Context: an optimization exercise on an open-source flow, tuned for small area, a short achievable clock period and few clock cycles. The choices shown serve that exercise and are no tape-out recipe. Only simulation tests tie the RTL to the original design; equivalence was not proved.

[flow/config.mk]
export PLATFORM = sky130hd
export DESIGN_NAME = stroke_dab_interpolator_top
export DESIGN_NICKNAME = stroke_dab_interpolator_top
export VERILOG_FILES = /design/flow/design.v
export SDC_FILE = /design/flow/constraint.sdc
export NUM_CORES = 4
export LEC_CHECK = 0
export CAP_MARGIN = 20
export CORE_MARGIN = 2
export CORE_UTILIZATION = 40
export SLEW_MARGIN = 20
[flow/constraint.sdc]
create_clock -name core_clock -period 15.0 [get_ports {clk_i}]
set_input_delay 3.0000 -clock core_clock [delete_from_list [all_inputs] [get_ports {clk_i}]]
set_output_delay 3.0000 -clock core_clock [all_outputs]
set_load 0.01 [all_outputs]
[flow/design.v]
package sdi_pkg;
  localparam int POS_W    = 24;
  localparam int PRS_W    = 17;
  localparam int SIZE_W   = 14;
  localparam int VAL_W    = 25;
  localparam int MAG_W    = 24;
  localparam int MUL_W    = 32;
  localparam int PROD_W   = 64;
  localparam int D2_W     = 50;
  localparam int R2_W     = 60;
  localparam int RECIP_SH = 31;
  localparam int FLD_W    = 2;
  localparam int ADDR_W   = 3;
  localparam int DATA_W   = 32;
  localparam logic [FLD_W-1:0] FLD_X    = 2'd0;
  localparam logic [FLD_W-1:0] FLD_Y    = 2'd1;
  localparam logic [FLD_W-1:0] FLD_P    = 2'd2;
  localparam logic [FLD_W-1:0] FLD_LAST = FLD_P;
  localparam logic [PRS_W-1:0]  P_ONE      = 17'h10000;
  localparam logic [SIZE_W-1:0] SIZE_RESET = 14'd160;
  localparam logic              REG_SIZE   = 1'b0;
  localparam logic [MUL_W-1:0] RECIP_ONE   = 32'h8000_0000;
  localparam logic [MUL_W-1:0] RECIP_EIGHT = 32'h1000_0000;
  typedef enum logic [3:0] {
    ST_IDLE,
    ST_DX,
    ST_DY,
    ST_RAD,
    ST_RSQ,
    ST_CMP,
    ST_QUO,
    ST_MULN,
    ST_FIX,
    ST_EMIT
  } phase_e;
  typedef struct packed {
    logic             in_ready;
    phase_e           phase;
    logic [FLD_W-1:0] fld;
    logic             emit;
  } ctrl_t;
  typedef struct packed {
    logic out_free;
    logic last_dab;
  } status_t;
endpackage
import sdi_pkg::*;
module sdi_cfg
(
  input  logic              clk_i,
  input  logic              rst_ni,
  input  logic              psel,
  input  logic              penable,
  input  logic              pwrite,
  input  logic [ADDR_W-1:0] paddr,
  input  logic [DATA_W-1:0] pwdata,
  output logic [DATA_W-1:0] prdata,
  output logic              pready,
  output logic [SIZE_W-1:0] brush_size_o
);
  logic [SIZE_W-1:0] size_q;
  logic [SIZE_W-1:0] size_d;
  logic              wr_en;
  assign pready = 1'b1;
  assign wr_en  = psel && penable && pwrite && (paddr[2] == REG_SIZE);
  always_comb begin
    size_d = size_q;
    if (wr_en) begin
      size_d = pwdata[SIZE_W-1:0];
    end
  end
  always_ff @(posedge clk_i or negedge rst_ni) begin
    if (!rst_ni) begin
      size_q <= SIZE_RESET;
    end else begin
      size_q <= size_d;
    end
  end
  assign prdata       = (paddr[2] == REG_SIZE) ? DATA_W'(size_q) : '0;
  assign brush_size_o = size_q;
endmodule
import sdi_pkg::*;
module sdi_ctrl
(
  input  logic    clk_i,
  input  logic    rst_ni,
  input  logic    in_valid_i,
  input  sdi_pkg::status_t sts_i,
  output sdi_pkg::ctrl_t   ctrl_o
);
  sdi_pkg::phase_e           state_q;
  sdi_pkg::phase_e           state_d;
  logic [FLD_W-1:0] fld_q;
  logic [FLD_W-1:0] fld_d;
  always_comb begin
    state_d = state_q;
    unique case (state_q)
      ST_IDLE: begin
        if (in_valid_i) begin
          state_d = ST_DX;
        end
      end
      ST_DX:   state_d = ST_DY;
      ST_DY:   state_d = ST_RAD;
      ST_RAD:  state_d = ST_RSQ;
      ST_RSQ:  state_d = ST_CMP;
      ST_CMP:  state_d = ST_QUO;
      ST_QUO:  state_d = ST_MULN;
      ST_MULN: state_d = ST_FIX;
      ST_FIX: begin
        state_d = (fld_q == FLD_LAST) ? ST_EMIT : ST_QUO;
      end
      ST_EMIT: begin
        if (sts_i.out_free && sts_i.last_dab) begin
          state_d = ST_IDLE;
        end
      end
      default: state_d = ST_IDLE;
    endcase
  end
  always_comb begin
    fld_d = fld_q;
    if (state_q == ST_FIX) begin
      fld_d = (fld_q == FLD_LAST) ? FLD_X : fld_q + 2'd1;
    end
  end
  always_ff @(posedge clk_i or negedge rst_ni) begin
    if (!rst_ni) begin
      state_q <= ST_IDLE;
      fld_q   <= FLD_X;
    end else begin
      state_q <= state_d;
      fld_q   <= fld_d;
    end
  end
  always_comb begin
    ctrl_o.in_ready = (state_q == ST_IDLE);
    ctrl_o.phase    = state_q;
    ctrl_o.fld      = fld_q;
    ctrl_o.emit     = (state_q == ST_EMIT) && sts_i.out_free;
  end
endmodule
import sdi_pkg::*;
module sdi_mul
(
  input  logic [MUL_W-1:0]  a_i,
  input  logic [MUL_W-1:0]  b_i,
  output logic [PROD_W-1:0] p_o
);
  assign p_o = PROD_W'(a_i) * PROD_W'(b_i);
endmodule
import sdi_pkg::*;
module stroke_dab_interpolator_top
#(
  parameter int MAX_DABS = 16
) (
  input  logic                     clk_i,
  input  logic                     rst_ni,
  input  logic                     psel,
  input  logic                     penable,
  input  logic                     pwrite,
  input  logic [ADDR_W-1:0]        paddr,
  input  logic [DATA_W-1:0]        pwdata,
  output logic [DATA_W-1:0]        prdata,
  output logic                     pready,
  input  logic                     in_valid_i,
  output logic                     in_ready_o,
  input  logic                     has_previous_i,
  input  logic signed [POS_W-1:0]  start_x_i,
  input  logic signed [POS_W-1:0]  start_y_i,
  input  logic [PRS_W-1:0]         start_pressure_i,
  input  logic signed [POS_W-1:0]  end_x_i,
  input  logic signed [POS_W-1:0]  end_y_i,
  input  logic [PRS_W-1:0]         end_pressure_i,
  output logic                     out_valid_o,
  input  logic                     out_ready_i,
  output logic signed [POS_W-1:0]  dab_x_o,
  output logic signed [POS_W-1:0]  dab_y_o,
  output logic [PRS_W-1:0]         dab_pressure_o,
  output logic [SIZE_W-1:0]        dab_radius_o,
  output logic                     last_o
);
  localparam int NW = $clog2(MAX_DABS + 1);
  localparam logic [NW-1:0]    N_ONE     = NW'(1);
  localparam logic [NW-1:0]    N_EIGHT   = NW'(8);
  localparam logic [NW-1:0]    N_MAX     = NW'(MAX_DABS);
  localparam logic [MUL_W-1:0] RECIP_MAX =
    MUL_W'(((64'd1 << RECIP_SH) + 64'(MAX_DABS) - 64'd1) / 64'(MAX_DABS));
  sdi_pkg::ctrl_t             ctrl;
  sdi_pkg::status_t           sts;
  logic [SIZE_W-1:0] brush_size;
  logic [MUL_W-1:0]  mul_a;
  logic [MUL_W-1:0]  mul_b;
  logic [PROD_W-1:0] mul_p;
  logic [VAL_W-1:0]  s_q [3];
  logic [VAL_W-1:0]  e_q [3];
  logic              hp_q;
  logic [PROD_W-1:0] prod_q;
  logic [D2_W-1:0]   d2_q;
  logic              rz_q;
  logic [NW-1:0]     n_q;
  logic [MUL_W-1:0]  recip_q;
  logic [MAG_W-1:0]  quo_q;
  logic [VAL_W-1:0]  step_q  [3];
  logic [NW-1:0]     stepr_q [3];
  logic [VAL_W-1:0]  val_q   [3];
  logic [NW-1:0]     accr_q  [3];
  logic [NW-1:0]     cnt_q;
  logic                    out_valid_q;
  logic [POS_W-1:0]        out_x_q;
  logic [POS_W-1:0]        out_y_q;
  logic [PRS_W-1:0]        out_p_q;
  logic [SIZE_W-1:0]       out_r_q;
  logic                    out_last_q;
  logic                    accept;
  logic [PRS_W-1:0]        sp_sat;
  logic [PRS_W-1:0]        ep_sat;
  logic [PRS_W-1:0]        minp;
  logic [FLD_W-1:0]        sel;
  logic [VAL_W:0]          diff;
  logic [VAL_W:0]          diff_abs;
  logic                    neg;
  logic [MAG_W-1:0]        mag;
  logic [MAG_W-1:0]        quo_next;
  logic [PROD_W-1:0]       r2;
  logic [PROD_W-1:0]       th_max;
  logic [PROD_W-1:0]       th_eight;
  logic [PROD_W-1:0]       d2_ext;
  logic [NW-1:0]           n_sel;
  logic [MUL_W-1:0]        recip_sel;
  logic [NW-1:0]           rem;
  logic [VAL_W-1:0]        quo_ext;
  logic [VAL_W-1:0]        step_new;
  logic [NW-1:0]           stepr_new;
  logic [NW:0]             rsum   [3];
  logic                    carry  [3];
  logic [VAL_W-1:0]        vnext  [3];
  logic [NW-1:0]           rnext  [3];
  logic [PROD_W-1:0]       rad_sum;
  sdi_cfg u_cfg (
    .clk_i        (clk_i),
    .rst_ni       (rst_ni),
    .psel         (psel),
    .penable      (penable),
    .pwrite       (pwrite),
    .paddr        (paddr),
    .pwdata       (pwdata),
    .prdata       (prdata),
    .pready       (pready),
    .brush_size_o (brush_size)
  );
  sdi_ctrl u_ctrl (
    .clk_i      (clk_i),
    .rst_ni     (rst_ni),
    .in_valid_i (in_valid_i),
    .sts_i      (sts),
    .ctrl_o     (ctrl)
  );
  sdi_mul u_mul (
    .a_i (mul_a),
    .b_i (mul_b),
    .p_o (mul_p)
  );
  assign in_ready_o   = ctrl.in_ready;
  assign accept       = ctrl.in_ready && in_valid_i;
  assign sts.out_free = !out_valid_q || out_ready_i;
  assign sts.last_dab = (cnt_q == NW'(n_q - N_ONE));
  assign sp_sat = (start_pressure_i > P_ONE) ? P_ONE : start_pressure_i;
  assign ep_sat = (end_pressure_i > P_ONE) ? P_ONE : end_pressure_i;
  assign minp   = (s_q[FLD_P][PRS_W-1:0] < e_q[FLD_P][PRS_W-1:0]) ?
                  s_q[FLD_P][PRS_W-1:0] : e_q[FLD_P][PRS_W-1:0];
  always_comb begin
    unique case (ctrl.phase)
      ST_DX:   sel = FLD_X;
      ST_DY:   sel = FLD_Y;
      default: sel = ctrl.fld;
    endcase
  end
  assign diff     = {e_q[sel][VAL_W-1], e_q[sel]} - {s_q[sel][VAL_W-1], s_q[sel]};
  assign neg      = diff[VAL_W];
  assign diff_abs = neg ? (~diff + 1'b1) : diff;
  assign mag      = diff_abs[MAG_W-1:0];
  assign quo_next = prod_q[RECIP_SH +: MAG_W];
  always_comb begin
    unique case (ctrl.phase)
      ST_DX, ST_DY: begin
        mul_a = MUL_W'(mag);
        mul_b = MUL_W'(mag);
      end
      ST_RAD: begin
        mul_a = MUL_W'(brush_size);
        mul_b = MUL_W'(minp);
      end
      ST_RSQ: begin
        mul_a = prod_q[MUL_W-1:0];
        mul_b = prod_q[MUL_W-1:0];
      end
      ST_QUO: begin
        mul_a = MUL_W'(mag);
        mul_b = recip_q;
      end
      ST_MULN: begin
        mul_a = MUL_W'(quo_next);
        mul_b = MUL_W'(n_q);
      end
      ST_EMIT: begin
        mul_a = MUL_W'(brush_size);
        mul_b = MUL_W'(vnext[FLD_P][PRS_W-1:0]);
      end
      default: begin
        mul_a = '0;
        mul_b = '0;
      end
    endcase
  end
  assign r2       = PROD_W'(prod_q[R2_W-1:0]);
  assign th_max   = ((r2 << 2) + 64'hFF_FFFF) >> 24;
  assign th_eight = (r2 + 64'hFF_FFFF) >> 24;
  assign d2_ext   = PROD_W'(d2_q);
  always_comb begin
    priority if (!hp_q) begin
      n_sel = N_ONE;
    end else if (rz_q) begin
      n_sel = (d2_q != '0) ? N_MAX : N_ONE;
    end else if (d2_ext >= th_max) begin
      n_sel = N_MAX;
    end else if (d2_ext >= th_eight) begin
      n_sel = N_EIGHT;
    end else begin
      n_sel = N_ONE;
    end
  end
  always_comb begin
    priority case (n_sel)
      N_MAX:   recip_sel = RECIP_MAX;
      N_EIGHT: recip_sel = RECIP_EIGHT;
      default: recip_sel = RECIP_ONE;
    endcase
  end
  assign rem     = mag[NW-1:0] - prod_q[NW-1:0];
  assign quo_ext = VAL_W'(quo_q);
  always_comb begin
    priority if (neg && (rem != '0)) begin
      step_new  = ~quo_ext;
      stepr_new = n_q - rem;
    end else if (neg) begin
      step_new  = ~quo_ext + 1'b1;
      stepr_new = '0;
    end else begin
      step_new  = quo_ext;
      stepr_new = rem;
    end
  end
  always_comb begin
    for (int k = 0; k < 3; k++) begin
      rsum[k]  = {1'b0, accr_q[k]} + {1'b0, stepr_q[k]};
      carry[k] = (rsum[k] >= {1'b0, n_q});
      vnext[k] = val_q[k] + step_q[k] + VAL_W'(carry[k]);
      rnext[k] = carry[k] ? NW'(rsum[k] - {1'b0, n_q}) : rsum[k][NW-1:0];
    end
  end
  assign rad_sum = mul_p + 64'd32768;
  always_ff @(posedge clk_i) begin
    prod_q <= mul_p;
    if (accept) begin
      hp_q         <= has_previous_i;
      e_q[FLD_X]   <= {end_x_i[POS_W-1], end_x_i};
      e_q[FLD_Y]   <= {end_y_i[POS_W-1], end_y_i};
      e_q[FLD_P]   <= VAL_W'(ep_sat);
      s_q[FLD_X]   <= has_previous_i ? {start_x_i[POS_W-1], start_x_i}
                                     : {end_x_i[POS_W-1], end_x_i};
      s_q[FLD_Y]   <= has_previous_i ? {start_y_i[POS_W-1], start_y_i}
                                     : {end_y_i[POS_W-1], end_y_i};
      s_q[FLD_P]   <= has_previous_i ? VAL_W'(sp_sat) : VAL_W'(ep_sat);
    end
    unique case (ctrl.phase)
      ST_DY:   d2_q <= prod_q[D2_W-1:0];
      ST_RAD:  d2_q <= d2_q + prod_q[D2_W-1:0];
      ST_RSQ:  rz_q <= (prod_q[MUL_W-1:0] == '0);
      ST_CMP: begin
        n_q     <= n_sel;
        recip_q <= recip_sel;
      end
      ST_MULN: quo_q <= quo_next;
      ST_FIX: begin
        step_q[ctrl.fld]  <= step_new;
        stepr_q[ctrl.fld] <= stepr_new;
        val_q[ctrl.fld]   <= s_q[ctrl.fld];
        accr_q[ctrl.fld]  <= n_q >> 1;
      end
      default: ;
    endcase
    if (ctrl.emit) begin
      for (int k = 0; k < 3; k++) begin
        val_q[k]  <= vnext[k];
        accr_q[k] <= rnext[k];
      end
      out_x_q    <= vnext[FLD_X][POS_W-1:0];
      out_y_q    <= vnext[FLD_Y][POS_W-1:0];
      out_p_q    <= vnext[FLD_P][PRS_W-1:0];
      out_r_q    <= rad_sum[16 +: SIZE_W];
      out_last_q <= sts.last_dab;
    end
  end
  always_ff @(posedge clk_i or negedge rst_ni) begin
    if (!rst_ni) begin
      out_valid_q <= 1'b0;
      cnt_q       <= '0;
    end else begin
      if (accept) begin
        cnt_q <= '0;
      end else if (ctrl.emit) begin
        cnt_q <= cnt_q + 1'b1;
      end
      if (ctrl.emit) begin
        out_valid_q <= 1'b1;
      end else if (out_ready_i) begin
        out_valid_q <= 1'b0;
      end
    end
  end
  assign out_valid_o    = out_valid_q;
  assign dab_x_o        = out_x_q;
  assign dab_y_o        = out_y_q;
  assign dab_pressure_o = out_p_q;
  assign dab_radius_o   = out_r_q;
  assign last_o         = out_last_q;
endmodule
[flow/run.sh]
#!/bin/bash
# synth_recipe.tcl (not shown) runs the flow's synth.tcl, then flattens the netlist and writes it again
# the make line also repeats each setting of config.mk as NAME=value (left out here)
make -C /OpenROAD-flow-scripts/flow DESIGN_CONFIG=/design/flow/config.mk WORK_HOME=/design/flow/orfs CLKGATE_MAP_FILE= SYNTH_SCRIPT=/design/flow/synth_recipe.tcl finish
==> run_results.csv <==
group,metric,value,unit
placed_design,postPlaceCellArea,71300,um2
setup_path,cp_common_cell,"fa_1",
timing,finalSetupViolations,0,
clock_network,cts_buffers,54,
run,cap_violations,0,
placed_design,post-place-ws,0.312,ns
timing,min_period,14.43,ns
synth,yosysUniqueCellTypes,99,
placed_design,gp_congestion,0.973,
route,drc,0,
global_routing,overflow,0,
synth,ys_top_cells_by_area,"fa_1 (28%), edfxtp_1 (21%), ha_1 (9.6%)",
synth,synth_seq_cells,538,
setup_path,cp_max_fo,26,
hold_path,hold_class,"reg2reg",
timing,clock.fmax,69.3,MHz
status,status,"complete, no violations",
route,routedWlPerCell,24.7,um
layout,areaGrowthSynthToFinish,11.7,%
clock_network,cts_tree,"built",
synth,synth.most_common_cell,"inv_1",
synth,synth-main-ff-cell,"edfxtp_1",
floorplanning,die_y,409,um
setup_path,crit_path_max_incr_delay,0.78,ns
synth,synth_common_cells,"inv_1 (1186), fa_1 (903), nor2_1 (681)",
floorplanning,std_cell_rows,148,
layout,nets,8664,
clock_network,postCtsHoldBufs,0,
global_routing,grt_antenna_before_repair,9,
placed_design,dpl.cell_count,9203,
timing,setup_tns,0,ns
route,avgViaCountPerCell,5.52,
global_routing,gr-usage-met2,43.8,%
synth,synth_top_cell_by_area,"fa_1",
timing,slew_headroom,20.8,%
global_routing,grt_pass1_wl,343,mm
timing,tightest_slew,1.18,ns
layout,final_cells,9308,
layout,drive_gt1_share,6.84,%
global_routing,grt_max_degree,108,
timing,final_hold_viol_count,0,
timing,holdWs,0.541,ns
floorplanning,dieArea,167000,um2
floorplanning,ios,288,
placed_design,io_buffers,248,
setup_path,cp-start-kind,"flip-flop",
setup_path,crit_path_end_kind,"flip-flop",
global_routing,use_met1,35.3,%
route,drt_iter0_markers,4686,
floorplanning,initial_core_util,40.3,%
synth,ys_warn_count,9,
clock_network,h-tree-depth,2,
synth,synth_edf_count,452,
clock_network,clock_path_buffers,3,
floorplanning,core_area,163000,um2
clock_network,clock_latency,0.68,ns
setup_path,path_buf_inv,7,
floorplanning,die_w,409,um
route,antenna_left,0,
layout,design_area,73300,um2
synth,synthArstFlopShare,4.83,%
route,wl,230,mm
synth,synth_cells,6882,
layout,post-route-util,45.0,%
global_routing,grt_pass1_vias,52900,
synth,synth-seq-area-share,23.5,%
clock_network,cts_root_buf,"clkbuf_16",
timing,skew,0.0885,ns
setup_path,criticalPathCategory,"reg2reg",
setup_path,critPathTopFamily,"adder cells",
synth,synth_area,65600,um2
setup_path,crit_required,15.56,ns
route,num_vias,51300,
synth,synth_top_cell_area_share,27.6,%
setup_path,slowest_stage,"o221a_2",
timing,fin_ws,0.575,ns
clock_network,clock_sinks,538,
clock_network,path_clk_slew,0.07,ns
placed_design,hpwl,179,mm
setup_path,crit_arrival,14.98,ns
timing,post-route-period-util,96.2,%
global_routing,grt_usage,27.4,%
layout,n_fill_cell,15600,
synth,syn_avg_cell_area,9.53,um2
route,first_pass_iters,7,
timing,report.final.slew_viol_count,0,
timing,rsz0062_at_grt,"no",
global_routing,globalRoute.busiestLayer,"met2",
global_routing,grtUsageMet3,5.70,%
==> cells in the final DEF, fill, tap and decap left out, types with 27 or more instances in the layout <==
cell / synthesis / final
nand3_1: 75 / 74
nand4_1: 41 / 41
nand2_1: 644 / 644
mux2_2: 70 / 70
ha_1: 504 / 503
nor2b_1: 67 / 67
or2_2: 36 / 36
inv_1: 1186 / 1185
and2_1: 58 / 55
nor3_1: 53 / 51
xnor2_1: 229 / 228
a21oi_1: 251 / 251
edfxtp_1: 452 / 452
buf_4: 30 / 186
a22oi_1: 65 / 64
xor2_1: 110 / 110
nand2b_1: 84 / 84
fa_1: 903 / 903
a31oi_1: 27 / 27
clkbuf_16: 0 / 55
o21ai_0: 224 / 218
and3_1: 34 / 34
nor4_1: 40 / 39
a211oi_1: 47 / 45
o21a_1: 50 / 48
clkdlybuf4s50_1: 0 / 246
dfxtp_1: 60 / 60
a21o_1: 180 / 180
nor2_1: 681 / 679
==> path summary, 6_finish.rpt <==
kind | from | to | slack [ns] | depth (start not counted)
worst max-delay path | u_ctrl.state_q[3] | prod_q[57] | 0.57 | 46
worst min-delay path | u_cfg.size_q[4] | u_cfg.size_q[4] | 0.54 | 1
worst max register to register | u_ctrl.state_q[3] | prod_q[57] | 0.57 | 46
worst min register to register | u_cfg.size_q[4] | u_cfg.size_q[4] | 0.54 | 1
max in group asynchronous | rst_ni | u_ctrl.state_q[1] | 11.99 | 1
min in group asynchronous | rst_ni | u_cfg.size_q[12] | 2.40 | 1
==> per-layer routing <==
metal / share of wire (%) / routed length, um
met5: 0.025 / 57
met4: 6.1 / 14000
met2: 45 / 104000
met3: 9.3 / 21400
met1: 39 / 90400
==> final cells by class <==
class                      instances  area (um2)  share of cell area, %
multi-input combinational       4848       44500                   60.8
sequential                       538       15400                   21.0
inverter                        1189        4470                   6.10
timing repair buffer             453        4230                   5.76
tap                             2175        2720                   3.71
clock buffer                      61        1400                   1.91
clock inverter                    41         507                  0.691
antenna                            3        7.51                 0.0102
==> what timing repair did <==
action                     CTS  global route
setup endpoints to repair    0             5
buffers inserted             0             0
resized for setup            0             7
==> cells by family after synthesis <==
kind of cell / after synthesis / share of synthesized area (%)
flops: 538 / 23.5
mux: 95 / 1.58
simple gates: 1867 / 12.7
buf+inv: 1513 / 8.95
xor+xnor: 340 / 4.56
compound gates: 1120 / 11.5
other cells: 2 / 0.0114
fa+ha+maj: 1407 / 37.2
==> state kept, by name (all words and copies together) (netlist names), 5 cells and up <==
signal,cells
accr_q,15
cnt_q,5
d2_q,50
e_q,65
out_p_q,17
out_r_q,14
out_x_q,24
out_y_q,24
prod_q,60
quo_q,24
s_q,65
step_q,65
stepr_q,15
u_cfg.size_q,14
val_q,65
==> worst reg2reg max path, delay by kind of cell, from the launching register on <==
family / cells / cell delay, ns
compound gates: 17 / 5.17
simple gates: 9 / 1.87
buf+inv: 7 / 0.78
fa+ha+maj: 11 / 5.33
xor+xnor: 2 / 0.73
flops: 1 / 0.49
Testbench counts, summed over its fixed seeds: cycles 12,185.

[static timing again, ports no longer ideal]
No port has a modelled driver above. Below, the same layout with a new extraction and two added sets of constraints. Step 1, drivers: a clkbuf_16 drives clk_i and a buf_2 each remaining input, both assumed. Step 2 times the ports against the registers' clock, not the clock port: input delays grow and output delays shrink by t, the midpoint of the rising clock arrivals with the driver on. Three values: no drivers, after step 1, after step 2; two values: the first two.
shift t [ns]: 0.716
slack for setup (ns): 0.575 / 0.575 / 0.575
worst setup path at the end: register to register
clock arrival spread, ns: 0.091 / 0.091
cell pins on the clock port's net: 1
After both steps this run still meets setup and hold. For this run, drivers alone change the setup slack by 0.000 ns; drivers and shift together by 0.000 ns.
